Context: an optimization exercise on an open-source flow, tuned for small area. The choices shown serve that exercise and are no tape-out recipe. In this exercise RTL edits were held to simulation tests only and were not proved equivalent to the original. Power figures rest on the tool's default switching activity, not on a simulated workload.

// gauss_filter_top
module gauss_filter_top
(
  input  logic   clk,
  input  logic   rst,
  input  gauss_pkg::pixel_t pa,
  input  gauss_pkg::pixel_t pb,
  input  gauss_pkg::pixel_t pc,
  input  gauss_pkg::pixel_t pd,
  input  gauss_pkg::pixel_t pe,
  output gauss_pkg::pixel_t p_out
);
For scale: about 790 cells after synthesis, roughly 310 flip-flops, about 12000 µm² of cells after synthesis.
export LEC_CHECK = 0
export CAP_MARGIN = 20
export CORE_MARGIN = 2
export CORE_UTILIZATION = 70
export CTS_BUF_LIST = sky130_fd_sc_hd__clkbuf_4 sky130_fd_sc_hd__clkbuf_8
export CTS_CLUSTER_DIAMETER = 50
export CTS_CLUSTER_SIZE = 12
export GPL_TIMING_DRIVEN = 0
export PLACE_DENSITY = 0.8
export SLEW_MARGIN = 20
export SYNTH_HIERARCHICAL = 1
create_clock -name core_clock -period 5.0 [get_ports {clk}]
standard.sh (not shown) runs the stock make flow with config.mk's settings and CLKGATE_MAP_FILE= SYNTH_SCRIPT=/design/flow/synth_recipe.tcl, a recipe that flattens the netlist after the stock synthesis.
==> flow/flow/run.sh <==
#!/bin/bash
cp standard.sh standard_copy.txt
export BUFFER_PORTS_ARGS="-buffer_cell sky130_fd_sc_hd__buf_1"
bash standard.sh finish > standard_flow.log 2>&1
The starting point went through all stages and came out clean.
Next try:
--- a/flow/config.mk
+++ b/flow/config.mk
@@ -11,3 +11,3 @@
-export CTS_BUF_LIST = sky130_fd_sc_hd__clkbuf_4 sky130_fd_sc_hd__clkbuf_8
-export CTS_CLUSTER_DIAMETER = 50
-export CTS_CLUSTER_SIZE = 12
+export CTS_BUF_LIST = sky130_fd_sc_hd__clkbuf_8
+export CTS_CLUSTER_DIAMETER = 60
+export CTS_CLUSTER_SIZE = 16
First-iteration DRC count came out higher by roughly a tenth.
Worst setup slack gains 14 ps.
Sequential power is about the same.
Next try:
--- a/flow/config.mk
+++ b/flow/config.mk
@@ -11,3 +11,3 @@
-export CTS_BUF_LIST = sky130_fd_sc_hd__clkbuf_8
-export CTS_CLUSTER_DIAMETER = 60
-export CTS_CLUSTER_SIZE = 16
+export CTS_BUF_LIST = sky130_fd_sc_hd__clkbuf_4
+export CTS_CLUSTER_DIAMETER = 50
+export CTS_CLUSTER_SIZE = 10
Outcome: Die area is unchanged; setup slack barely changes; non-clock buffer count stays the same; area after synthesis does not change; flip-flop and latch count stays the same; final area barely changes; utilization hardly moves; total power grows by 0.76%; critical path depth does not change; via count grows by 0.68%.
Next try:
--- a/flow/config.mk
+++ b/flow/config.mk
@@ -11,3 +11,3 @@
-export CTS_BUF_LIST = sky130_fd_sc_hd__clkbuf_4
-export CTS_CLUSTER_DIAMETER = 50
-export CTS_CLUSTER_SIZE = 10
+export CTS_BUF_LIST = sky130_fd_sc_hd__clkbuf_8
+export CTS_CLUSTER_DIAMETER = 70
+export CTS_CLUSTER_SIZE = 20
Effect: Utilization drops by 0.58 points. Hold slack gains 35 ps. Cell count went down by 2.0%. Total power came out lower by 1.6%. Worst setup slack gets worse by 12 ps.

---

rev 12:
Another version of the RTL of gauss_filter_top (not shown whole).
Size: about 770 cells after synthesis, ~310 flip-flops, about 50 I/O pins, roughly 0.012 sq mm of cells after synthesis.
export LEC_CHECK = 0
export CAP_MARGIN = 20
export CORE_MARGIN = 2
export CORE_UTILIZATION = 70
export CTS_BUF_LIST = sky130_fd_sc_hd__clkbuf_8
export CTS_CLUSTER_DIAMETER = 60
export CTS_CLUSTER_SIZE = 16
export GPL_TIMING_DRIVEN = 0
export PLACE_DENSITY = 0.8
export SLEW_MARGIN = 20
export SYNTH_HIERARCHICAL = 1
create_clock -name core_clock -period 5.0 [get_ports {clk}]
==> flow/flow/run.sh <==
#!/bin/bash
cp standard.sh standard_copy.txt
export BUFFER_PORTS_ARGS="-buffer_cell sky130_fd_sc_hd__buf_1"
export CTS_ARGS="-sink_clustering_enable -repair_clock_nets -dont_use_dummy_load -buf_list sky130_fd_sc_hd__clkbuf_8 -sink_clustering_size 18 -sink_clustering_max_diameter 50"
bash standard.sh finish > standard_flow.log 2>&1
Rev 12 ended with every stage complete and zero timing, DRC or antenna violations.
diff inputs: rev 12 => rev 13
==> flow/flow/run.sh <==
#!/bin/bash
cp standard.sh standard_copy.txt
export BUFFER_PORTS_ARGS="-buffer_cell sky130_fd_sc_hd__buf_1"
export CTS_ARGS="-sink_clustering_enable -repair_clock_nets -dont_use_dummy_load -buf_list sky130_fd_sc_hd__clkbuf_8 -sink_clustering_size 18 -sink_clustering_max_diameter 60"
bash standard.sh finish > standard_flow.log 2>&1
[summary]
Re worst ir drop on vdd: rev 13 and rev 12 aren't equal, and the higher value belongs to rev 13.
Per the comparison of rev 13 with rev 12, synthesized cell count did not really move, global-route usage went down, via count of the routed design did not really move, total power per unit cell area went down.

---

## build 21
Another version of the RTL of gauss_filter_top (not shown whole).
Size: ~840 cells after synthesis, ~310 flip-flops, roughly 50 I/O pins, roughly 0.013 mm² of cells after synthesis.
clock: 5.0 ns
lec_check: 0
cap_margin: 20
core_margin: 2
core_utilization: 70
cts_buf_list: sky130_fd_sc_hd__clkbuf_8
cts_cluster_diameter: 60
cts_cluster_size: 16
gpl_timing_driven: 0
place_density: 0.8
slew_margin: 20
synth_hierarchical: 1
run.sh (not shown) runs the stock make flow with config.mk's settings and CLKGATE_MAP_FILE= SYNTH_SCRIPT=/design/flow/synth_recipe.tcl, a recipe that flattens the netlist after the stock synthesis.
Stock flow here: none of the scripts above is used.
Build 21: PASS, flow complete, no timing, DRC or antenna violations
Inputs modified between build 21 and build 1:
- removing GPL_TIMING_DRIVEN (formerly 0)
- changing CORE_UTILIZATION from 70 to 60
- removing PLACE_DENSITY (formerly 0.8)
Findings:
Per the final summary, build 1 finished and its layout is clean on timing, DRC and antenna.
Build 1 has slew of the pin with the lowest slew margin below what build 21 had.
NOTE fill cell total of the finished layout build 21->build 1 increased by more than a quarter
Min utilization after layout across build 1 and build 21: build 1
Per the comparison of build 1 with build 21, number of gates given a new drive strength after cts lower, count of plain and timing-repair buffers in the layout higher, sequential standard cell area roughly the same.
From build 21 to build 1 the numbers moved as follows: met2 routed wirelength -about 5%, estimated wirelength of the detail-placed design -520 µm.
Compared with build 21, sequential power in build 1 decreased slightly.
Non-clock buffering overhead in the final layout in build 1 is 0.25 points higher than in build 21
Inputs modified between build 1 and build 73:
- putting PLACE_DENSITY at 0.8 where nothing was set
- swapping 60 for 70 in CORE_UTILIZATION
==> comparison <==
Against build 1, the final cell area of build 73 is lower.
Compared to build 1, build 73 has via count about 2% higher.
Wire length across build 73 and build 1: no real change.
[compare] base=build 1 new=build 73: arrival time of the worst setup path now smaller; clock network power share saw a decrease; die area decreased by about 14% relative to the old numbers; length of routed wiring on met1 lower.
Going from build 1 to build 73, core utilization grows by 11 points.
Compared build 1 against build 73; total sequential power within noise.
Going from build 1 to build 73, largest vdd supply drop went up; setup slack of the critical path after layout did not really move.

---

== old ==
Another version of the RTL of gauss_filter_top (not shown whole).
Size in the first run: ~780 cells after synthesis, ~310 flip-flops, ~50 I/O pins, ~12000 µm² of cells after synthesis.
make LEC_CHECK=0 CAP_MARGIN=20 CORE_MARGIN=2 CORE_UTILIZATION=70 CTS_BUF_LIST=sky130_fd_sc_hd__clkbuf_8 CTS_CLUSTER_DIAMETER=60 CTS_CLUSTER_SIZE=16 GPL_TIMING_DRIVEN=0 PLACE_DENSITY=0.8 SLEW_MARGIN=20 SYNTH_HIERARCHICAL=1 finish   # period 5.0 ns
old went all the way through the flow, and no timing, DRC or antenna check failed.
### old -> new
Settings: a change of CORE_UTILIZATION from 70 to 60; a change of PLACE_DENSITY from 0.8 to 0.7.
==> flow/flow/run.sh (new file) <==
#!/bin/bash
cp standard.sh standard_copy.txt
export BUFFER_PORTS_ARGS="-buffer_cell sky130_fd_sc_hd__buf_1"
export CTS_ARGS="-sink_clustering_enable -repair_clock_nets -dont_use_dummy_load -buf_list sky130_fd_sc_hd__clkbuf_8 -sink_clustering_size 16 -sink_clustering_max_diameter 60"
bash standard.sh finish > standard_flow.log 2>&1
==> flow/standard.sh (new file) <==
#!/bin/bash
# synth_recipe.tcl (not shown) runs the flow's synth.tcl, then flattens the netlist and writes it again
# the make line also repeats each setting of config.mk as NAME=value (left out here)
make -C /OpenROAD-flow-scripts/flow DESIGN_CONFIG=/design/flow/config.mk WORK_HOME=/design/flow/orfs CLKGATE_MAP_FILE= SYNTH_SCRIPT=/design/flow/synth_recipe.tcl "${@:-finish}"
removed: flow/run.sh
### Flow results
new: final area lower than old. Delta (new minus old): routed wire length on met2 decreased by 930 µm relative to the old numbers; critical path depth in cells decreased by 1 relative to the old numbers; final critical delay including setup and external delays decreased by 0.0045 ns relative to the old numbers.

---

Setup of build 2:
gauss_filter_top again, from the RTL that the note above started with.
export LEC_CHECK = 0
export CAP_MARGIN = 20
export CORE_MARGIN = 2
export CORE_UTILIZATION = 70
export CTS_BUF_LIST = sky130_fd_sc_hd__clkbuf_8
export CTS_CLUSTER_DIAMETER = 60
export CTS_CLUSTER_SIZE = 16
export GPL_ROUTABILITY_DRIVEN = 0
export GPL_TIMING_DRIVEN = 0
export PLACE_DENSITY = 0.8
export SLEW_MARGIN = 20
export SYNTH_HIERARCHICAL = 1
create_clock -name core_clock -period 5.0 [get_ports {clk}]
standard.sh (not shown) runs the stock make flow with config.mk's settings and CLKGATE_MAP_FILE= SYNTH_SCRIPT=/design/flow/synth_recipe.tcl, a recipe that flattens the netlist after the stock synthesis.
==> flow/flow/run.sh <==
#!/bin/bash
cp standard.sh standard_copy.txt
export BUFFER_PORTS_ARGS="-buffer_cell sky130_fd_sc_hd__buf_1"
export CTS_ARGS="-sink_clustering_enable -repair_clock_nets -dont_use_dummy_load -buf_list sky130_fd_sc_hd__clkbuf_8 -sink_clustering_size 16 -sink_clustering_max_diameter 60"
bash standard.sh finish > standard_flow.log 2>&1
Build 2: PASS, flow complete, no timing, DRC or antenna violations
The inputs of build 71 differ from those of build 2 as listed below.
Settings: CORE_UTILIZATION changed from 70 to 75; PLACE_DENSITY changed from 0.8 to 0.9; GPL_ROUTABILITY_DRIVEN removed (was 0).
Results
[compare] base=build 2 new=build 71: routed wire length went up 3000 um, part of the power in the clock network decreased 0.5 points, first-pass GRT wire length increased by 9.3% relative to the old numbers, setup skew after layout moved down. Total via count after detailed routing (build 71 / build 2): 1.06.
What build 20 does differently from build 71 at the input level:
Settings: changing CORE_UTILIZATION from 75 to 70; changing PLACE_DENSITY from 0.9 to 0.8.
--- a/flow/flow/run.sh
+++ b/flow/flow/run.sh
@@ -4,0 +5 @@
+export RECOVER_POWER=50
[summary]
The wire length in build 20 sits 14% below the value recorded for build 71. [build 20 vs build 71] width of the die: higher in build 20. Summary of build 20 over build 71: initial core utilization went down by 5.5 points; sequential group power went down by about 0.9%; maximum fanout along the worst path went up by 3.
[inputs] build 35 vs build 20
--- a/flow/flow/run.sh
+++ b/flow/flow/run.sh
@@ -5 +4,0 @@
-export RECOVER_POWER=50
Both conditions hold for build 35: the flow ran to the end and the final layout passed the timing, DRC and antenna checks.
Between build 35 and build 20, the number of buffers inserted by post-CTS setup repair does not differ in any meaningful way.
Required time of the worst setup path of build 20 is on par with build 35.
Build 35 -> build 20: die area delta 0, exact match
Status: met2 wire length parity (build 20, build 35)
Post-route cell area came out exactly the same in build 35 and build 20.
Worst clock skew on the final layout of build 35 is on par with build 20.
Comparing build 35 against build 20, there is no change at all in worst relative slew slack.
Reported for build 35 and build 20, share of synthesized cell area in and, or, nand and nor gates turned out identical to the last digit.
Re final wirelength: no difference whatsoever between build 20 and build 35.
The inputs of build 30 differ from those of build 35 as listed below.
Settings: CORE_UTILIZATION changed from 70 to 80; PLACE_DENSITY changed from 0.8 to 0.85.
Notes after the runs:
- Every run (build 35 and build 30) finished clean.
- Clock group share of total power sits lower in build 30 than in build 35.
- Comparing build 30 against build 35, there is no change at all in part of the Yosys area used for sequential elements.
- Utilization in build 30 vs build 35: up 10 points
- Build 30 vs build 35 — maximum ir drop on the vdd rail dropped about 8%.
- [compare] base=build 35 new=build 30: multi-input gate area in the final layout roughly the same; largest stage delay on the critical path lower.
- Diff build 35 -> build 30: routed wire length now larger; fill cell total of the finished layout now smaller; final instance area comparable; post-route worst setup slack now smaller.

---

RTL: one of the versions met above, not the one the previous note started from.
Size in the first run: roughly 310 flip-flops, ~50 I/O pins.
export LEC_CHECK = 0
export CAP_MARGIN = 20
export CORE_MARGIN = 2
export CORE_UTILIZATION = 70
export CTS_BUF_LIST = sky130_fd_sc_hd__clkbuf_8
export CTS_CLUSTER_DIAMETER = 60
export CTS_CLUSTER_SIZE = 16
export GPL_TIMING_DRIVEN = 0
export PLACE_DENSITY = 0.8
export SLEW_MARGIN = 20
export SYNTH_HIERARCHICAL = 1
create_clock -name core_clock -period 5.0 [get_ports {clk}]
==> flow/flow/run.sh <==
#!/bin/bash
cp standard.sh standard_copy.txt
export BUFFER_PORTS_ARGS="-buffer_cell sky130_fd_sc_hd__buf_1"
export CTS_ARGS="-sink_clustering_enable -repair_clock_nets -dont_use_dummy_load -buf_list sky130_fd_sc_hd__clkbuf_8 -sink_clustering_size 16 -sink_clustering_max_diameter 60"
bash standard.sh finish > standard_flow.log 2>&1
Change:
==> flow/flow/run.sh (replaced) <==
#!/bin/bash
cp standard.sh standard_copy.txt
export BUFFER_PORTS_ARGS="-buffer_cell sky130_fd_sc_hd__buf_1"
bash standard.sh finish > standard_flow.log 2>&1
CTS_BUF_LIST = sky130_fd_sc_hd__clkbuf_16   (was sky130_fd_sc_hd__clkbuf_8)
CTS_CLUSTER_DIAMETER = 80   (was 60)
CTS_CLUSTER_SIZE = 30   (was 16)
Outcome: Register-to-register slack barely changes; synthesized area is unchanged; global-route usage rose by 0.23 points.
Change:
==> flow/run.sh (new file) <==
#!/bin/bash
# synth_recipe.tcl (not shown) runs the flow's synth.tcl, then flattens the netlist and writes it again
# the make line also repeats each setting of config.mk as NAME=value (left out here)
make -C /OpenROAD-flow-scripts/flow DESIGN_CONFIG=/design/flow/config.mk WORK_HOME=/design/flow/orfs CLKGATE_MAP_FILE= SYNTH_SCRIPT=/design/flow/synth_recipe.tcl finish
CTS_BUF_LIST = sky130_fd_sc_hd__clkbuf_8   (was sky130_fd_sc_hd__clkbuf_16)
CTS_CLUSTER_DIAMETER = 60   (was 80)
CTS_CLUSTER_SIZE = 16   (was 30)
removed: flow/flow/run.sh
removed: flow/standard.sh
Result:
- The new run went through all stages and came out clean
- setup slack got worse by 0.043 ns
- global-route usage falls by 0.62 points
- sequential share of layout area goes down by 1.0 points
- fmax falls slightly
- total power is lower slightly
- first-iteration DRC count increases by roughly a tenth

[port drivers added, routing unchanged]
No port has a modelled driver above. Below, the same layouts with a new extraction and two added sets of constraints.
Step 1 (the two cells are an assumption about what drives the block):
set clk [get_ports {clk}]
set_driving_cell -lib_cell sky130_fd_sc_hd__clkbuf_16 $clk
set_driving_cell -lib_cell sky130_fd_sc_hd__buf_2 [delete_from_list [all_inputs] $clk]
Step 2 adds t to the input delays and takes it off the output delays; t is the mean of the earliest and latest rising clock arrival at the registers after step 1. Input paths then give back, and output paths get back, about the clock's delay inside the block.
Three values: no drivers, after step 1, after step 2; two values: the first two.
| run | shift t [ns] | setup slack, ns | slew at the worst register clock pin (ns) |
|---|---|---|---|
| the first run of note 1 | 0.621 | 0.150 / 0.150 / 0.063 | 0.08 / 0.08 |
| the second run of note 1 | 0.579 | 0.164 / 0.164 / 0.076 | 0.11 / 0.11 |
| the third run of note 1 | 0.669 | 0.164 / 0.164 / 0.077 | 0.11 / 0.11 |
| the fourth run of note 1 | 0.561 | 0.152 / 0.152 / 0.070 | 0.13 / 0.13 |
| rev 12 | 0.575 | 0.181 / 0.181 / -0.320 | 0.10 / 0.10 |
| rev 13 | 0.550 | 0.159 / 0.159 / -0.348 | 0.10 / 0.10 |
| build 21 | 0.570 | 0.155 / 0.155 / -0.255 | 0.10 / 0.10 |
| build 1 | 0.595 | 0.261 / 0.261 / -0.190 | 0.10 / 0.10 |
| build 73 | 0.591 | 0.261 / 0.261 / -0.207 | 0.11 / 0.11 |
| old | 0.585 | 0.171 / 0.171 / -0.194 | 0.10 / 0.10 |
| new | 0.564 | 0.176 / 0.176 / 0.126 | 0.10 / 0.10 |
| build 2 | 0.566 | 0.172 / 0.172 / 0.103 | 0.11 / 0.11 |
| build 71 | 0.562 | 0.123 / 0.123 / 0.068 | 0.11 / 0.11 |
| build 20 | 0.566 | 0.172 / 0.172 / 0.103 | 0.11 / 0.11 |
| build 35 | 0.566 | 0.172 / 0.172 / 0.103 | 0.11 / 0.11 |
| build 30 | 0.548 | 0.130 / 0.130 / 0.073 | 0.11 / 0.11 |
| the first run of note 6 | 0.561 | 0.169 / 0.169 / 0.059 | 0.11 / 0.11 |
| the second run of note 6 | 0.526 | 0.184 / 0.184 / 0.060 | 0.11 / 0.11 |
| the third run of note 6 | 0.577 | 0.140 / 0.140 / -0.215 | 0.10 / 0.10 |
Met with ideal ports but missed after step 2: setup timing in 7 of these runs. For rev 13, which loses most, drivers alone change the setup slack by 0.000 ns; drivers and shift together by -0.507 ns.
